Background: an optimization exercise with open tools, aiming at small area. Do not read the settings as production practice. At most, simulation tests tie the RTL to the original design; equivalence was not proved. Only the layout flow was run in runs 3 and 4; the RTL was not checked for function there. Power and IR drop assume default switching activity.

--- flow/config.mk ---
export PLATFORM = sky130hd
export DESIGN_NAME = sha256_msg_packer
export DESIGN_NICKNAME = sha256_msg_packer
export VERILOG_FILES = /design/flow/design.v
export SDC_FILE = /design/flow/constraint.sdc
export NUM_CORES = 4
export LEC_CHECK = 0
export CAP_MARGIN = 20
export CORE_AREA = 5 5 355 355
export DIE_AREA = 0 0 360 360
export SLEW_MARGIN = 20
--- flow/constraint.sdc ---
create_clock -name core_clock -period 5.0 [get_ports {clk_i}]
set_input_delay 1.0000 -clock core_clock [delete_from_list [all_inputs] [get_ports {clk_i}]]
set_output_delay 1.0000 -clock core_clock [all_outputs]
set_load 0.01 [all_outputs]
--- flow/design.v ---
module sha256_msg_packer (
  input  logic         clk_i,
  input  logic         rst_ni,
  input  logic         in_valid_i,
  input  logic [7:0]   in_data_i,
  input  logic         in_last_i,
  output logic         in_ready_o,
  input  logic         start_empty_i,
  output logic         msg_valid_o,
  output logic [5:0]   byte_valid_o,
  output logic [439:0] msg_word_o,
  input  logic         hash_done_i,
  input  logic [255:0] fin_hash_i,
  output logic         digest_valid_o,
  output logic [255:0] digest_o,
  output logic         busy_o
);
  localparam int unsigned MaxBytes = 55;
  localparam int unsigned WordW    = 8 * MaxBytes;
  typedef enum logic [2:0] {
    StIdle,
    StFill,
    StSend,
    StGap,
    StTerm,
    StWaitHash
  } state_e;
  state_e             state_q;
  logic [5:0]         cnt_q;
  logic               last_q;
  logic [WordW-1:0]   buf_q;
  logic               in_ready_q;
  logic               msg_valid_q;
  logic [5:0]         byte_valid_q;
  logic [WordW-1:0]   msg_word_q;
  logic               digest_valid_q;
  logic [255:0]       digest_q;
  logic               busy_q;
  logic               accept;
  logic [5:0]         cnt_inc;
  logic               chunk_full;
  logic [8:0]         shamt;
  logic [WordW-1:0]   buf_wr;
  always_comb begin
    accept     = in_valid_i & in_ready_q;
    cnt_inc    = cnt_q + 6'd1;
    chunk_full = (cnt_inc == 6'(MaxBytes));
    shamt      = 9'(8 * (MaxBytes - 1)) - {cnt_q, 3'b000};
    buf_wr     = buf_q | (WordW'(in_data_i) << shamt);
  end
  always_ff @(posedge clk_i or negedge rst_ni) begin
    if (!rst_ni) begin
      state_q        <= StIdle;
      cnt_q          <= '0;
      last_q         <= 1'b0;
      buf_q          <= '0;
      in_ready_q     <= 1'b0;
      msg_valid_q    <= 1'b0;
      byte_valid_q   <= '0;
      msg_word_q     <= '0;
      digest_valid_q <= 1'b0;
      digest_q       <= '0;
      busy_q         <= 1'b0;
    end else begin
      msg_valid_q    <= 1'b0;
      digest_valid_q <= 1'b0;
      unique case (state_q)
        StIdle, StFill: begin
          in_ready_q <= 1'b1;
          if (accept) begin
            buf_q  <= buf_wr;
            cnt_q  <= cnt_inc;
            busy_q <= 1'b1;
            if (in_last_i || chunk_full) begin
              state_q      <= StSend;
              in_ready_q   <= 1'b0;
              last_q       <= in_last_i;
              msg_valid_q  <= 1'b1;
              byte_valid_q <= cnt_inc;
              msg_word_q   <= buf_wr;
            end else begin
              state_q <= StFill;
            end
          end else if (state_q == StIdle && start_empty_i && !in_valid_i) begin
            state_q    <= StGap;
            in_ready_q <= 1'b0;
            last_q     <= 1'b1;
            busy_q     <= 1'b1;
          end
        end
        StSend: begin
          state_q <= StGap;
          buf_q   <= '0;
          cnt_q   <= '0;
        end
        StGap: begin
          if (last_q) begin
            state_q      <= StTerm;
            msg_valid_q  <= 1'b1;
            byte_valid_q <= '0;
            msg_word_q   <= '0;
          end else begin
            state_q    <= StFill;
            in_ready_q <= 1'b1;
          end
        end
        StTerm: begin
          state_q <= StWaitHash;
          last_q  <= 1'b0;
        end
        StWaitHash: begin
          if (hash_done_i) begin
            state_q        <= StIdle;
            digest_q       <= fin_hash_i;
            digest_valid_q <= 1'b1;
            in_ready_q     <= 1'b1;
            busy_q         <= 1'b0;
          end
        end
        default: begin
          state_q    <= StIdle;
          in_ready_q <= 1'b1;
          busy_q     <= 1'b0;
        end
      endcase
    end
  end
  assign in_ready_o     = in_ready_q;
  assign msg_valid_o    = msg_valid_q;
  assign byte_valid_o   = byte_valid_q;
  assign msg_word_o     = msg_word_q;
  assign digest_valid_o = digest_valid_q;
  assign digest_o       = digest_q;
  assign busy_o         = busy_q;
endmodule
--- flow/run.sh ---
#!/bin/bash
# synth_recipe.tcl (not shown) runs the flow's synth.tcl, then flattens the netlist and writes it again
# the make line also repeats each setting of config.mk as NAME=value (left out here)
make -C /OpenROAD-flow-scripts/flow DESIGN_CONFIG=/design/flow/config.mk WORK_HOME=/design/flow/orfs CLKGATE_MAP_FILE= SYNTH_SCRIPT=/design/flow/synth_recipe.tcl finish
==> results of run 1 <==
==> cells in the final DEF (no fill, tap or decap), drive strengths merged, types with 3 or more instances in the layout <==
| master | synthesis | final |
|---|---|---|
| inv | 4 | 14 |
| mux2i | 446 | 446 |
| clkbuf | 229 | 196 |
| o21ai | 221 | 221 |
| nand4b | 3 | 3 |
| clkdlybuf4s50 | 0 | 966 |
| nand3 | 14 | 14 |
| buf | 144 | 95 |
| a22o | 113 | 113 |
| nor3b | 3 | 3 |
| diode | 0 | 19 |
| a31oi | 149 | 149 |
| a32o | 6 | 6 |
| nor3 | 8 | 8 |
| dfrtp | 1156 | 1156 |
| nand2 | 1515 | 1515 |
| nand2b | 3 | 3 |
| and2 | 5 | 5 |
| and3 | 45 | 45 |
| a21oi | 441 | 441 |
| clkinv | 1 | 14 |
| nor2 | 161 | 161 |
| bufinv | 0 | 8 |
==> area by class of cell <==
type | count | area, um2
Multi-Input combinational cell | 3176 | 17100
Fill cell | 11200 | 58500
Tap cell | 1625 | 2030
Antenna cell | 19 | 47.5
Clock inverter | 32 | 442
Timing Repair Buffer | 1061 | 10800
Sequential cell | 1156 | 28900
Clock buffer | 196 | 3850
Inverter | 5 | 26.3
==> logic make-up after synthesis <==
family | share of synthesized area (%)
buffers and inverters | 4.89
XOR/XNOR | 0.0882
adder cells (fa/ha/maj) | 0.0518
AND/OR/NAND/NOR | 14.3
AO/OA/AOI/OAI | 11.5
flip-flops | 59.9
multiplexers | 9.25
==> registers in the layout (all words and copies together) (netlist names) <==
signal,cells
digest_q,256
in_ready_q,1
buf_q,440
last_q,1
cnt_q,6
digest_valid_q,1
msg_word_q,440
state_q,3
byte_valid_q,6
msg_valid_q,1
busy_q,1
==> metrics by stage <==
| stage | worst slack (ns) | std cells | power, W | hold WS (ns) |
|---|---|---|---|---|
| after global routing | 0.926 | 7268 | 0.0381 | 0.369 |
| after detailed placement | 1.16 | 7023 | 0.0266 | 0.461 |
| after CTS | 1.14 | 7251 | 0.0364 | 0.324 |
| final | 1.09 | 7270 | 0.0362 | 0.343 |
| after floorplan | 2.60 | 4710 | 0.0195 | 0.450 |
| after global placement | 1.25 | 7022 | 0.0264 | 0.457 |
==> final timing paths <==
kind	start	to	slack (ns)	cells past startpoint
worst max register to register	cnt_q[0]	msg_word_q[183]	1.09	7
worst max-delay path	cnt_q[0]	msg_word_q[183]	1.09	7
worst min register to register	digest_q[2]	digest_q[2]	0.47	2
max in group asynchronous	rst_ni	buf_q[177]	3.35	2
min in group core_clock	digest_q[2]	digest_q[2]	0.47	2
worst min-delay path	rst_ni	buf_q[334]	0.34	1
==> power by group <==
part | leakage (nW) | total (W) | internal [W] | switching [W]
Clock | 2.11 | 0.00973 | 0.00575 | 0.00398
Combinational | 13.1 | 0.0125 | 0.00534 | 0.00712
Sequential | 15.6 | 0.0140 | 0.0121 | 0.00190
==> routing by layer <==
layer | GRT usage (%) | wire length [um]
met3 | 8.19 | 15700
met1 | 34.8 | 73200
met5 | 0 | 27
met4 | 13.5 | 9770
met2 | 46.9 | 91600
==> worst max-delay path: cells and delay by family (launching register included) <==
kind                       cells  cell delay (ns)
AOI/OAI and AO/OA              2             0.81
adders and majority gates      1             0.74
muxes                          1             0.28
buffers and inverters          1             0.55
DFF                            1             0.76
xor gates and xnor gates       1             0.12
and+or+nand+nor                1             0.22
==> run summary, run 1 <==
Port bufs -> 975
Slew headroom -> 17.8%
Main synth FF type -> dfrtp_1
Die width -> 360 um
TNS Setup -> 0 ns
WL/cell -> 26.2 um
Post-synth EDFFs -> 0
Largest stage delay, worst path -> 0.76 ns
Async S/R FF share, synth -> 100%
Worst-path cell chain -> ha_1 > xor2_4 > and3_1 > o211a_1 > o21ai_4 > buf_12 > mux2i_1
Die area -> 130000 um2
Worst-path clk slew -> 0.06 ns
CTS Hold Bufs -> 0
Sequential fraction of the synthesis area -> 59.9%
Final Cell Area -> 63200 um2
H-tree levels -> 4
CTS sink cnt -> 1156
Clock Latency Late Sink -> 0.73 ns
Top post-synthesis cells by area -> dfrtp_1 (60%), nand2_1 (12%), mux2i_1 (9.2%)
CP Data Arrival Time -> 4.55 ns
CTS tree -> yes
Hpwl dp -> 129000 um
Number of global-route vias before repair -> 39400
RSZ-0062 raised after global routing -> false
Initial antenna violation count -> 40
Post-layout minimum cycle time -> 3.91 ns
CP Capture Type -> flip-flop
Slowest-stage cell, CP -> dfrtp_1
Initial Utilization -> 39.7%
Maximum vdd drop -> 0.000351 V
Post-Route WL -> 190000 um
Drt first pass iters -> 8
Nets -> 5804
Detailed router's first-iteration violation count -> 3787
Routed via count -> 39200
Status -> no timing/DRC/antenna violations
Post-Syn Area -> 48300 um2
Gr ovfl total -> 0
Final Cycle Share -> 78.3%
# DRC -> 0
Worst Skew -> 0.0220 ns
Post-CTS Setup Repair Bufs -> 0
Fin util -> 52.0%
Synth-to-layout area growth -> 31.0%
Final Hold Fails -> 0
Worst Tran Pin Value -> 1.23 ns
FF+latch count, synth -> 1156
Die height -> 360 um
Synth cell types -> 65
Root Driver -> clkbuf_16
Static leakage -> 30.8 nW
CTS Buffer Depth -> 3
Slew Limit Fails -> 0
Placed cell areas -> 58900 um2
# IOs -> 976
Top post-synthesis cells by count -> nand2_1 (1513), dfrtp_1 (1156), mux2i_1 (446), a21oi_1 (437), clkbuf_1 (229)
Mean Syn Cell Area -> 10.2 um2
Worst Hold Class -> in2async
Synth Instances -> 4710
Row cnt -> 128
ANT nets after route -> 0
Setup Crit Path Kind -> reg2reg
Vias/cell -> 5.40
Crit start category -> flip-flop
Synth warn -> 1
Largest net degree at the start of global routing -> 178
Share of the synthesized area in the top cell type -> 59.9%
First-pass GRT wire length -> 278000 um
Top-count cell post-synth -> nand2_1
Power per cell area -> 572 nW/um2
Final setup viols -> 0
CP Max Fanout -> 114
Fmax achieved -> 255 MHz
Layout cells sized above 1 -> 5.69%
Post-cts resize count -> 0
Syn nets -> 4982
GRT Total Usage -> 28.5%
Core box area -> 122000 um2
GP Congestion -> 0.876
Synth area leader -> dfrtp_1
Total CTS buffers -> 132
WP data required -> 5.63 ns
Max_cap viols -> 0
==> inputs of run 2 (changes only) <==
==> flow/design.v (replaced) <==
module sha256_msg_packer (
  input  logic         clk_i,
  input  logic         rst_ni,
  input  logic         in_valid_i,
  input  logic [7:0]   in_data_i,
  input  logic         in_last_i,
  output logic         in_ready_o,
  input  logic         start_empty_i,
  output logic         msg_valid_o,
  output logic [5:0]   byte_valid_o,
  output logic [439:0] msg_word_o,
  input  logic         hash_done_i,
  input  logic [255:0] fin_hash_i,
  output logic         digest_valid_o,
  output logic [255:0] digest_o,
  output logic         busy_o
);
  localparam int unsigned MaxBytes = 55;
  typedef enum logic [2:0] {
    StIdle,
    StFill,
    StSend,
    StGap,
    StTerm,
    StWaitHash
  } state_e;
  state_e             state_q;
  logic [5:0]         cnt_q;
  logic               last_q;
  logic               in_ready_q;
  logic               msg_valid_q;
  logic               digest_valid_q;
  logic [255:0]       digest_q;
  logic               busy_q;
  logic [7:0]         buf_q [MaxBytes];
  logic               accept;
  logic [5:0]         cnt_inc;
  logic               chunk_full;
  logic [MaxBytes-1:0] wr;
  logic [MaxBytes-1:0] hold;
  always_comb begin
    accept     = in_valid_i & in_ready_q;
    cnt_inc    = cnt_q + 6'd1;
    chunk_full = (cnt_q == 6'(MaxBytes - 1));
    for (int k = 0; k < MaxBytes; k++) begin
      wr[k]   = accept & (cnt_q == 6'(k));
      hold[k] = in_ready_q & ~wr[k];
    end
  end
  always_ff @(posedge clk_i) begin
    for (int k = 0; k < MaxBytes; k++) begin
      buf_q[k] <= ({8{wr[k]}} & in_data_i) | ({8{hold[k]}} & buf_q[k]);
    end
  end
  always_ff @(posedge clk_i or negedge rst_ni) begin
    if (!rst_ni) begin
      digest_q <= '0;
    end else if (state_q == StWaitHash && hash_done_i) begin
      digest_q <= fin_hash_i;
    end
  end
  always_ff @(posedge clk_i or negedge rst_ni) begin
    if (!rst_ni) begin
      state_q        <= StIdle;
      cnt_q          <= '0;
      last_q         <= 1'b0;
      in_ready_q     <= 1'b0;
      msg_valid_q    <= 1'b0;
      digest_valid_q <= 1'b0;
      busy_q         <= 1'b0;
    end else begin
      msg_valid_q    <= 1'b0;
      digest_valid_q <= 1'b0;
      unique case (state_q)
        StIdle, StFill: begin
          in_ready_q <= 1'b1;
          if (accept) begin
            cnt_q  <= cnt_inc;
            busy_q <= 1'b1;
            if (in_last_i || chunk_full) begin
              state_q     <= StSend;
              in_ready_q  <= 1'b0;
              last_q      <= in_last_i;
              msg_valid_q <= 1'b1;
            end else begin
              state_q <= StFill;
            end
          end else if (state_q == StIdle && start_empty_i && !in_valid_i) begin
            state_q    <= StGap;
            in_ready_q <= 1'b0;
            last_q     <= 1'b1;
            busy_q     <= 1'b1;
          end
        end
        StSend: begin
          state_q <= StGap;
          cnt_q   <= '0;
        end
        StGap: begin
          if (last_q) begin
            state_q     <= StTerm;
            msg_valid_q <= 1'b1;
          end else begin
            state_q    <= StFill;
            in_ready_q <= 1'b1;
          end
        end
        StTerm: begin
          state_q <= StWaitHash;
          last_q  <= 1'b0;
        end
        StWaitHash: begin
          if (hash_done_i) begin
            state_q        <= StIdle;
            digest_valid_q <= 1'b1;
            in_ready_q     <= 1'b1;
            busy_q         <= 1'b0;
          end
        end
        default: begin
          state_q    <= StIdle;
          in_ready_q <= 1'b1;
          busy_q     <= 1'b0;
        end
      endcase
    end
  end
  always_comb begin
    for (int k = 0; k < MaxBytes; k++) msg_word_o[439-8*k -: 8] = buf_q[k];
  end
  assign in_ready_o     = in_ready_q;
  assign msg_valid_o    = msg_valid_q;
  assign byte_valid_o   = cnt_q;
  assign digest_valid_o = digest_valid_q;
  assign digest_o       = digest_q;
  assign busy_o         = busy_q;
endmodule
==> run summary, run 2 <==
GRT Total Usage -> 18.3% (-10 points)
CP Data Arrival Time -> 2.49 ns (-2.06 ns)
Async S/R FF share, synth -> 38.0% (-62 points)
CTS sink cnt -> 710 (-39%)
Row cnt -> 128 (unchanged)
Maximum vdd drop -> 0.000357 V (+1.6%)
Status -> no timing/DRC/antenna violations
Worst Hold Class -> in2async
Synth area leader -> dfxtp_1
Setup Crit Path Kind -> reg2out
Worst-path cell chain -> clkdlybuf4s50_1
Top post-synthesis cells by area -> dfxtp_1 (33%), dfrtp_1 (25%), nand2_1 (17%)
Worst-path clk slew -> 0.06 ns (about the same)
Post-Route WL -> 125000 um (-34%)
Fmax achieved -> 287 MHz (+12%)
Vias/cell -> 4.50 (-17%)
First-pass GRT wire length -> 180000 um (-35%)
Worst path top cell family by delay -> flip-flops
Power Total -> 0.0208 W (-43%)
Main synth FF type -> dfxtp_1
GP Congestion -> 0.844 (-3.6%)
Final Cycle Share -> 69.7% (-8.5 points)
Max_cap viols -> 0 (unchanged)
Synth-to-layout area growth -> 51.5%
Nets -> 4329 (-25%)
ANT nets after route -> 0 (unchanged)
Routed via count -> 26000 (-34%)
Post-Syn Area -> 26800 um2 (-44%)
WP data required -> 4.00 ns (-1.63 ns)
Post-CTS Setup Repair Bufs -> 0 (unchanged)
H-tree levels -> 3 (-1)
Slew Limit Fails -> 0 (unchanged)
Static leakage -> 15.9 nW (-49%)
Die height -> 360 um (unchanged)
Detailed router's first-iteration violation count -> 2142 (-43%)
Worst Path Buf+Inv -> 1 (unchanged)
Number of global-route vias before repair -> 25200 (-36%)
Non-Filler Instances -> 5766 (-21%)
CP Max Fanout -> 27 (-76%)
Top reg by flops -> buf_q
Largest registers -> buf_q x440, digest_q x256, cnt_q x6
Share of the synthesized area in the top cell type -> 32.8% (-27 points)
# IOs -> 976 (unchanged)
Drt first pass iters -> 7 (-1)
CTS Hold Bufs -> 0 (unchanged)
FF+latch count, synth -> 710 (-39%)
Placed cell areas -> 37800 um2 (-36%)
Routed met2 length -> 63600 um (-31%)
TNS Setup -> 0 ns (unchanged)
CTS Buffer Depth -> 3 (unchanged)
Commonest non-fill, non-tap cell in the layout -> nand2_1
Commonest cells after routing, fill and taps aside -> nand2_1 (1214), clkdlybuf4s50_1 (966), nand3_1 (444)
Largest register FFs -> 440
Mean Syn Cell Area -> 8.27 um2 (-19%)
Sequential fraction of the synthesis area -> 58.0% (-1.9 points)
Post-layout minimum cycle time -> 3.49 ns (-0.427 ns)
Largest stage delay, worst path -> 0.98 ns (+0.22 ns)
Port bufs -> 975 (unchanged)
Hpwl dp -> 89500 um (-31%)
Top post-synthesis cells by count -> nand2_1 (1214), nand3_1 (444), dfxtp_1 (440), o21ai_0 (410), dfrtp_1 (270)
Post-synth EDFFs -> 0 (unchanged)
Total CTS buffers -> 82 (-38%)
Hold slack -> 0.333 ns (-0.0101 ns)
Core box area -> 122000 um2 (unchanged)
Root Driver -> clkbuf_16
Layout cells sized above 1 -> 5.26% (-0.43 points)
Synth Instances -> 3245 (-31%)
Slew headroom -> 18.2% (+0.42 points)
Filler cells -> 12600 (+13%)
Final Cell Area -> 40600 um2 (-36%)
Initial antenna violation count -> 32 (-20%)
RSZ-0062 raised after global routing -> false
Final setup viols -> 0 (unchanged)
Slowest-stage cell, CP -> dfrtp_1
Post-cts resize count -> 0 (unchanged)
Top-count cell post-synth -> nand2_1
Syn nets -> 3519 (-29%)
Final Hold Fails -> 0 (unchanged)
Gr ovfl total -> 0 (unchanged)
Synth warn -> 2 (+1)
Cell Count Post-Placement -> 5596 (-20%)
Met1 WL -> 47300 um (-35%)
# DRC -> 0 (unchanged)
Met3 routed wirelength -> 10300 um (-35%)
CTS tree -> yes
Largest net degree at the start of global routing -> 222 (+25%)
Die area -> 130000 um2 (unchanged)
WL/cell -> 21.8 um (-17%)
Synth cell types -> 47 (-28%)
Die width -> 360 um (unchanged)
CP Capture Type -> output pin
Max layer used -> met5
Worst Tran Pin Value -> 1.23 ns (-0.00172 ns)
Worst Skew -> 0.0308 ns (+0.00873 ns)
Initial Utilization -> 22.0% (-18 points)
Clock Latency Late Sink -> 0.66 ns (-0.07 ns)
Power per cell area -> 511 nW/um2 (-11%)
Crit start category -> flip-flop
run 2: path summary, 6_finish.rpt:
path / startpoint / to / slack (ns) / cells past startpoint
max: cnt_q[2] / byte_valid_o[2] / 1.51 / 1
max reg2reg: in_ready_q / buf_q[54][1] / 1.97 / 4
min in group core_clock: buf_q[27][1] / buf_q[27][1] / 0.46 / 2
max in group asynchronous: rst_ni / digest_q[145] / 3.53 / 2
min: rst_ni / digest_q[10] / 0.33 / 1
min reg2reg: buf_q[27][1] / buf_q[27][1] / 0.46 / 2
run 2: area by class of cell:
cell class                 count  area, um2  area share [%]
timing repair buffer        1028      10200            25.2
sequential                   710      15600            38.3
clock buffer                 120       2380            5.85
tap                         1625       2030            5.00
inverter                       7       33.8          0.0831
antenna                       17       42.5           0.105
clock inverter                33        449            1.11
multi-input combinational   2226       9910            24.4
run 2: stage by stage:
step | utilization [%] | setup slack, ns
4_1_cts | 33.4 | 1.45
3_5_place_dp | 31.0 | 1.26
2_1_floorplan | - | 2.90
6_report | 33.4 | 1.51
5_1_grt | 33.4 | 1.38
3_3_place_gp | 31.0 | 1.34
run 2: cell families after synthesis:
logic type	synth area share [%]
AO/OA/AOI/OAI	8.74
adder cells (fa/ha/maj)	0.187
buffers and inverters	5.23
flip-flops	58.0
multiplexers	0.0420
AND/OR/NAND/NOR	27.8
run 2: where the power goes:
part           switching (W)  internal (W)  leakage (nW)
clock network        0.00260       0.00370          1.38
registers           0.000897       0.00696          6.95
logic                0.00362       0.00300          7.52
run 2: per-layer routing:
layer	vias to the layer above	track usage [%]
li1	12200	-
met1	12500	20.4
met2	1047	32.6
met3	211	5.89
met4	2	7.07
met5	-	0
==> inputs of run 3 (changes only) <==
--- a/flow/design.v
+++ b/flow/design.v
@@ -47,16 +47,34 @@
       hold[k] = in_ready_q & ~wr[k];
     end
   end
+  logic [7:0] buf_d [MaxBytes];
+  for (genvar k = 0; k < MaxBytes; k++) begin : g_byte
+    for (genvar b = 0; b < 8; b++) begin : g_bit
+      sha256_msg_packer_ao22 u_ao (
+        .a1_i(wr[k]), .a2_i(in_data_i[b]), .b1_i(hold[k]), .b2_i(buf_q[k][b]), .y_o(buf_d[k][b])
+      );
+    end
+  end
   always_ff @(posedge clk_i) begin
     for (int k = 0; k < MaxBytes; k++) begin
-      buf_q[k] <= ({8{wr[k]}} & in_data_i) | ({8{hold[k]}} & buf_q[k]);
+      buf_q[k] <= buf_d[k];
     end
+  end
+  logic         cap;
+  logic         keep;
+  logic [255:0] digest_d;
+  assign cap  = (state_q == StWaitHash) & hash_done_i;
+  assign keep = ~cap;
+  for (genvar b = 0; b < 256; b++) begin : g_dig
+    sha256_msg_packer_ao22 u_ao (
+      .a1_i(cap), .a2_i(fin_hash_i[b]), .b1_i(keep), .b2_i(digest_q[b]), .y_o(digest_d[b])
+    );
   end
   always_ff @(posedge clk_i or negedge rst_ni) begin
     if (!rst_ni) begin
       digest_q <= '0;
-    end else if (state_q == StWaitHash && hash_done_i) begin
-      digest_q <= fin_hash_i;
+    end else begin
+      digest_q <= digest_d;
     end
   end
   always_ff @(posedge clk_i or negedge rst_ni) begin
@@ -135,3 +153,12 @@
   assign digest_o       = digest_q;
   assign busy_o         = busy_q;
 endmodule
+module sha256_msg_packer_ao22 (
+  input  logic a1_i,
+  input  logic a2_i,
+  input  logic b1_i,
+  input  logic b2_i,
+  output logic y_o
+);
+  assign y_o = (a1_i & a2_i) | (b1_i & b2_i);
+endmodule
==> flow/flow/run.sh (new file) <==
#!/bin/bash
# The standard layout, with every port buffered by the smallest buffer instead of the one
# buffer_ports picks by default.
set -euo pipefail
export BUFFER_PORTS_ARGS="-buffer_cell sky130_fd_sc_hd__buf_1"
bash standard.sh > standard.log 2>&1
==> flow/standard.sh (new file) <==
#!/bin/bash
# synth_recipe.tcl (not shown) runs the flow's synth.tcl, then flattens the netlist and writes it again
# the make line also repeats each setting of config.mk as NAME=value (left out here)
make -C /OpenROAD-flow-scripts/flow DESIGN_CONFIG=/design/flow/config.mk WORK_HOME=/design/flow/orfs CLKGATE_MAP_FILE= SYNTH_SCRIPT=/design/flow/synth_recipe.tcl "${@:-finish}"
--- a/flow/config.mk
+++ b/flow/config.mk
@@ -5,7 +5,11 @@
 export SDC_FILE = /design/flow/constraint.sdc
 export NUM_CORES = 4
 export LEC_CHECK = 0
+export ABC_AREA = 1
 export CAP_MARGIN = 20
 export CORE_AREA = 5 5 355 355
+export CTS_BUF_LIST = sky130_fd_sc_hd__clkbuf_4
 export DIE_AREA = 0 0 360 360
 export SLEW_MARGIN = 20
+export SYNTH_HIERARCHICAL = 1
+export SYNTH_MINIMUM_KEEP_SIZE = 0
removed: flow/run.sh
==> run summary, run 3 <==
Status -> no timing/DRC/antenna violations
CTS sink cnt -> 710 (unchanged)
Largest stage delay, worst path -> 0.59 ns (-0.39 ns)
Synth Area in Compound Gates -> 0.358% (-8.4 points)
Post-synth EDFFs -> 0 (unchanged)
# IOs -> 976 (unchanged)
Gr ovfl total -> 0 (unchanged)
Worst Path Buf+Inv -> 1 (unchanged)
Slew Limit Fails -> 0 (unchanged)
Fin util -> 29.6% (-3.8 points)
Top post-synthesis cells by count -> nand2_1 (2112), dfxtp_1 (440), dfrtp_1 (270), nor2_1 (97), inv_1 (37)
RSZ-0062 raised after global routing -> false
Non-Filler Instances -> 6313 (+9.5%)
TNS Setup -> 0 ns (unchanged)
GRT Total Usage -> 18.4% (+0.087 points)
GP Congestion -> 0.927 (+9.9%)
Synth area leader -> dfxtp_1
H-tree levels -> 4 (+1)
Top reg by flops -> buf_q
Synth warn -> 10 (+8)
Detailed router's first-iteration violation count -> 1862 (-13%)
Post-Synth Adder-Cell Area -> 0.201% (+0.015 points)
Die height -> 360 um (unchanged)
Final Cycle Share -> 61.4% (-8.3 points)
Top post-synthesis cells by area -> dfxtp_1 (35%), nand2_1 (32%), dfrtp_1 (27%)
CTS tree -> yes
Worst Tran Pin Value -> 0.979 ns (-0.248 ns)
Initial Utilization -> 20.4% (-1.6 points)
Largest registers -> buf_q x440, digest_q x256, cnt_q x6
Cell Count Post-Placement -> 5675 (+1.4%)
Drt first pass iters -> 7 (unchanged)
First-pass GRT wire length -> 177000 um (-1.5%)
Layout cells sized above 1 -> 8.83% (+3.6 points)
ANT nets after route -> 0 (unchanged)
FF+latch count, synth -> 710 (unchanged)
Largest register FFs -> 440 (unchanged)
Async S/R FF share, synth -> 38.0% (unchanged)
Number of global-route vias before repair -> 25600 (+1.5%)
Commonest non-fill, non-tap cell in the layout -> nand2_1
Final setup viols -> 0 (unchanged)
Setup Crit Path Kind -> reg2out
Main synth FF type -> dfxtp_1
Static leakage -> 17.2 nW (+8.4%)
WP data required -> 4.00 ns (about the same)
Post-cts resize count -> 0 (unchanged)
Worst path top cell family by delay -> flip-flops
Worst-path cell chain -> buf_1
Post-Syn Area -> 24800 um2 (-7.4%)
Sequential fraction of the synthesis area -> 62.6% (+4.6 points)
Worst-path clk slew -> 0.06 ns (about the same)
Row cnt -> 128 (unchanged)
Slew headroom -> 34.7% (+17 points)
Nets -> 4778 (+10%)
Slowest-stage cell, CP -> dfrtp_1
CP Data Arrival Time -> 2.07 ns (-0.42 ns)
Port bufs -> 975 (unchanged)
Core box area -> 122000 um2 (unchanged)
Share of the synthesized area in the top cell type -> 35.5% (+2.6 points)
Top-count cell post-synth -> nand2_1
Power per cell area -> 513 nW/um2 (+0.29%)
Total CTS buffers -> 199 (+140%)
Maximum vdd drop -> 0.000264 V (-26%)
Syn nets -> 3332 (-5.3%)
Simple-gate portion of the synthesized area -> 35.7% (+7.9 points)
Worst Hold Class -> in2reg
Post-Route WL -> 123000 um (-1.8%)
Max_cap viols -> 0 (unchanged)
Hpwl dp -> 91800 um (+2.6%)
Largest family of logic cells by synthesized area -> simple AND/OR/NAND/NOR gates
Largest net degree at the start of global routing -> 152 (-32%)
Worst Skew -> 0.0631 ns (+0.0324 ns)
Die width -> 360 um (unchanged)
Post-Synth XOR/XNOR Area -> 0% (unchanged)
# DRC -> 0 (unchanged)
CP Capture Type -> output pin
WL/cell -> 19.5 um (-10%)
WP depth -> 1 (unchanged)
WHS Path Cells -> 3
Synth cell types -> 29 (-38%)
Crit start category -> flip-flop
Synth Instances -> 3058 (-5.8%)
Final Hold Fails -> 0 (unchanged)
Mux cell area share after synthesis -> 0% (-0.042 points)
Initial antenna violation count -> 20 (-38%)
Root Driver -> clkbuf_4
Mean Syn Cell Area -> 8.13 um2 (-1.7%)
Post-layout minimum cycle time -> 3.07 ns (-0.416 ns)
Vias/cell -> 4.05 (-10%)
Routed via count -> 25600 (-1.5%)
Clock Latency Late Sink -> 1.15 ns (+0.49 ns)
Synth-to-layout area growth -> 45.1%
Commonest cells after routing, fill and taps aside -> nand2_1 (2112), buf_1 (966), dfxtp_1 (440)
Die area -> 130000 um2 (unchanged)
CTS Buffer Depth -> 3 (unchanged)
Hold slack -> 0.215 ns (-0.118 ns)
CP Max Fanout -> 11 (-59%)
Fmax achieved -> 326 MHz (+14%)
R2R depth -> 7 (+3)
[run 3: cell type report]
class	count	area [um2]
Sequential cell	710	15600
Multi-Input combinational cell	2291	9030
Clock buffer	291	2180
Antenna cell	22	55.1
Tap cell	1625	2030
Inverter	47	201
Clock inverter	72	467
Timing Repair Buffer	1255	6510
Fill cell	13200	85700
[run 3: worst reg2reg max path: stages, from the launching register on]
cell	delay, ns
dfrtp_1	0.63
nand2_4	0.16
inv_6	0.12
nand3_4	0.42
nor2_1	0.74
nor2_1	0.34
nand2_1	0.15
nand2_1	0.05
[run 3: power by group]
group	leakage (nW)	switching [W]	internal (W)
Sequential	6.94	0.000779	0.00695
Clock	1.55	0.00266	0.00294
Combinational	8.71	0.00388	0.00126
Total	17.2	0.00732	0.0112
[run 3: cell families (layout without fill, tap and decap cells)]
group | count (synthesis) | in the layout
buf+inv | 57 | 1665
simple gates | 2270 | 2270
other cells | 0 | 22
fa+ha+maj | 4 | 4
flops | 710 | 710
compound gates | 17 | 17
[run 3: per-layer routing]
layer	track usage, %	up-vias	share of wire (%)
met4	11.1	4	6.3
met1	19.5	11900	37
met3	6.43	244	7.8
met5	0	-	0.018
met2	31.6	1051	49
li1	-	12400	-
[run 3: path summary, 6_finish.rpt]
check / from / endpoint / slack [ns]
min reg2reg: buf_q[27][3] / buf_q[27][3] / 0.43
max: cnt_q[3] / byte_valid_o[3] / 1.93
min: fin_hash_i[78] / digest_q[78] / 0.22
max reg2reg: in_ready_q / buf_q[25][6] / 2.24
max in group asynchronous: rst_ni / digest_q[41] / 3.34
min in group asynchronous: rst_ni / cnt_q[5] / 0.51
[run 3: Yosys stat by module, one instance, submodules excluded]
module / copies in the design / cells
sha256_msg_packer: 1 / 970
sha256_msg_packer_ao22: 696 / 3
[run 3: repair_timing]
item | in CTS | in global routing
hold buffers | 253 | 0
buffers inserted | 0 | 0
endpoints found under the hold margin | 290 | 0
[run 3: per-stage QoR]
| stage | cell area (um2) | setup slack (ns) | total power (W) |
|---|---|---|---|
| floorplan | 24900 | -10.0 | 0.0100 |
| global placement | 30800 | 1.79 | 0.0129 |
| detailed placement | 30800 | 1.80 | 0.0130 |
| CTS | 36000 | 1.67 | 0.0189 |
| global route | 36000 | 1.70 | 0.0197 |
| finish | 36000 | 1.93 | 0.0185 |
==> inputs of run 4 (changes only) <==
==> flow/flow/run.sh (replaced) <==
#!/bin/bash
# The standard layout, with every port buffered by the smallest buffer instead of the one
# buffer_ports picks by default, and a clock tree of small clusters without dummy loads.
set -euo pipefail
C=sky130_fd_sc_hd__clkbuf_
export BUFFER_PORTS_ARGS="-buffer_cell sky130_fd_sc_hd__buf_1"
export CTS_ARGS="-sink_clustering_enable -repair_clock_nets -dont_use_dummy_load -buf_list ${C}8 -root_buf ${C}16 -tree_buf ${C}8 -sink_clustering_buffer ${C}4 -sink_clustering_size 16 -sink_clustering_max_diameter 40"
bash standard.sh > standard.log 2>&1
==> flow/config.mk (replaced) <==
export PLATFORM = sky130hd
export DESIGN_NAME = sha256_msg_packer
export DESIGN_NICKNAME = sha256_msg_packer
export VERILOG_FILES = /design/flow/design.v
export SDC_FILE = /design/flow/constraint.sdc
export NUM_CORES = 4
export LEC_CHECK = 0
export CAP_MARGIN = 20
export CORE_AREA = 5 5 235 235
export DIE_AREA = 0 0 240 240
export SLEW_MARGIN = 20
export SYNTH_HIERARCHICAL = 1
export SYNTH_MINIMUM_KEEP_SIZE = 0
==> run summary, run 4 <==
Status -> stopped before the end
Fail Step -> I/O pin placement (3_2_place_iop)
Log Error -> [ERROR PPL-0024] Number of IO pins (976) exceeds maximum number of available positions (864). Increase the die perimeter from 960.00um to 1327.36um.
Top-count cell post-synth -> a22o_1
Synth Instances -> 1626 (-47%)
Die width -> 240 um (-33%)
FF+latch count, synth -> 710 (unchanged)
Synth cell types -> 44 (+52%)
Mean Syn Cell Area -> 14.1 um2 (+74%)
Row cnt -> 84 (-34%)
Sequential fraction of the synthesis area -> 67.8% (+5.2 points)
Top post-synthesis cells by count -> a22o_1 (696), dfxtp_1 (440), dfrtp_1 (270), nor2b_1 (58), nor2_1 (51)
Synth area leader -> dfxtp_1
Main synth FF type -> dfxtp_1
Share of the synthesized area in the top cell type -> 38.4% (+2.9 points)
Syn nets -> 1900 (-43%)
Synth warn -> 10 (unchanged)
Async S/R FF share, synth -> 38.0% (unchanged)
Top post-synthesis cells by area -> dfxtp_1 (38%), dfrtp_1 (29%), a22o_1 (27%)
Post-synth EDFFs -> 0 (unchanged)
Die height -> 240 um (-33%)
Initial Utilization -> 43.8% (+23 points)
Post-Syn Area -> 23000 um2 (-7.6%)
-- run 4: cell count changes after synthesis, sizes merged, moves of 3 or more --
cell	previous run	this run
inv	46	8
a22o	0	696
nand3	13	8
nor2b	0	58
o21ai	9	4
nor2	133	61
nand2	2115	20
xor2	0	3
buf	5	12
-- run 4: kinds of logic after synthesis --
logic type      count (synthesis)  synth area share [%]
flops                         710                  67.8
fa+ha+maj                       4                 0.218
buf+inv                        26                 0.616
compound gates                717                  27.2
simple gates                  165                  4.06
xor+xnor                        4                 0.153
-- run 4: modules after synthesis, one instance, submodules excluded --
module | cell area, um2 | cells inside | flip-flops and latches
sha256_msg_packer | 16900 | 930 | 710
sha256_msg_packer_ao22 | 8.76 | 1 | 0

afterwards: timing with drivers on the ports:
How much do the figures lean on ideal ports? The routed layouts below were timed once more, with nothing changed but the port constraints. Step 1 (the two cells are an assumption about what drives the block):
set clk [get_ports {clk_i}]
set_driving_cell -lib_cell sky130_fd_sc_hd__clkbuf_16 $clk
set_driving_cell -lib_cell sky130_fd_sc_hd__buf_2 [delete_from_list [all_inputs] $clk]
Step 2 also shifts input and output timing later by t, the mid clock arrival at the registers, as if the neighbouring blocks saw the same clock. a / b / c = no drivers / after step 1 / after step 2; a / b = the first two.
run | t, ns | setup slack, ns | clock arrival spread, ns
run 1 | 0.794 | 1.086 / 1.086 / 1.086 | 0.027 / 0.027
run 2 | 0.708 | 1.513 / 1.451 / 1.296 | 0.031 / 0.031
run 3 | 1.174 | 1.929 / 1.870 / 1.712 | 0.081 / 0.080
After both steps every run listed still meets setup and hold.
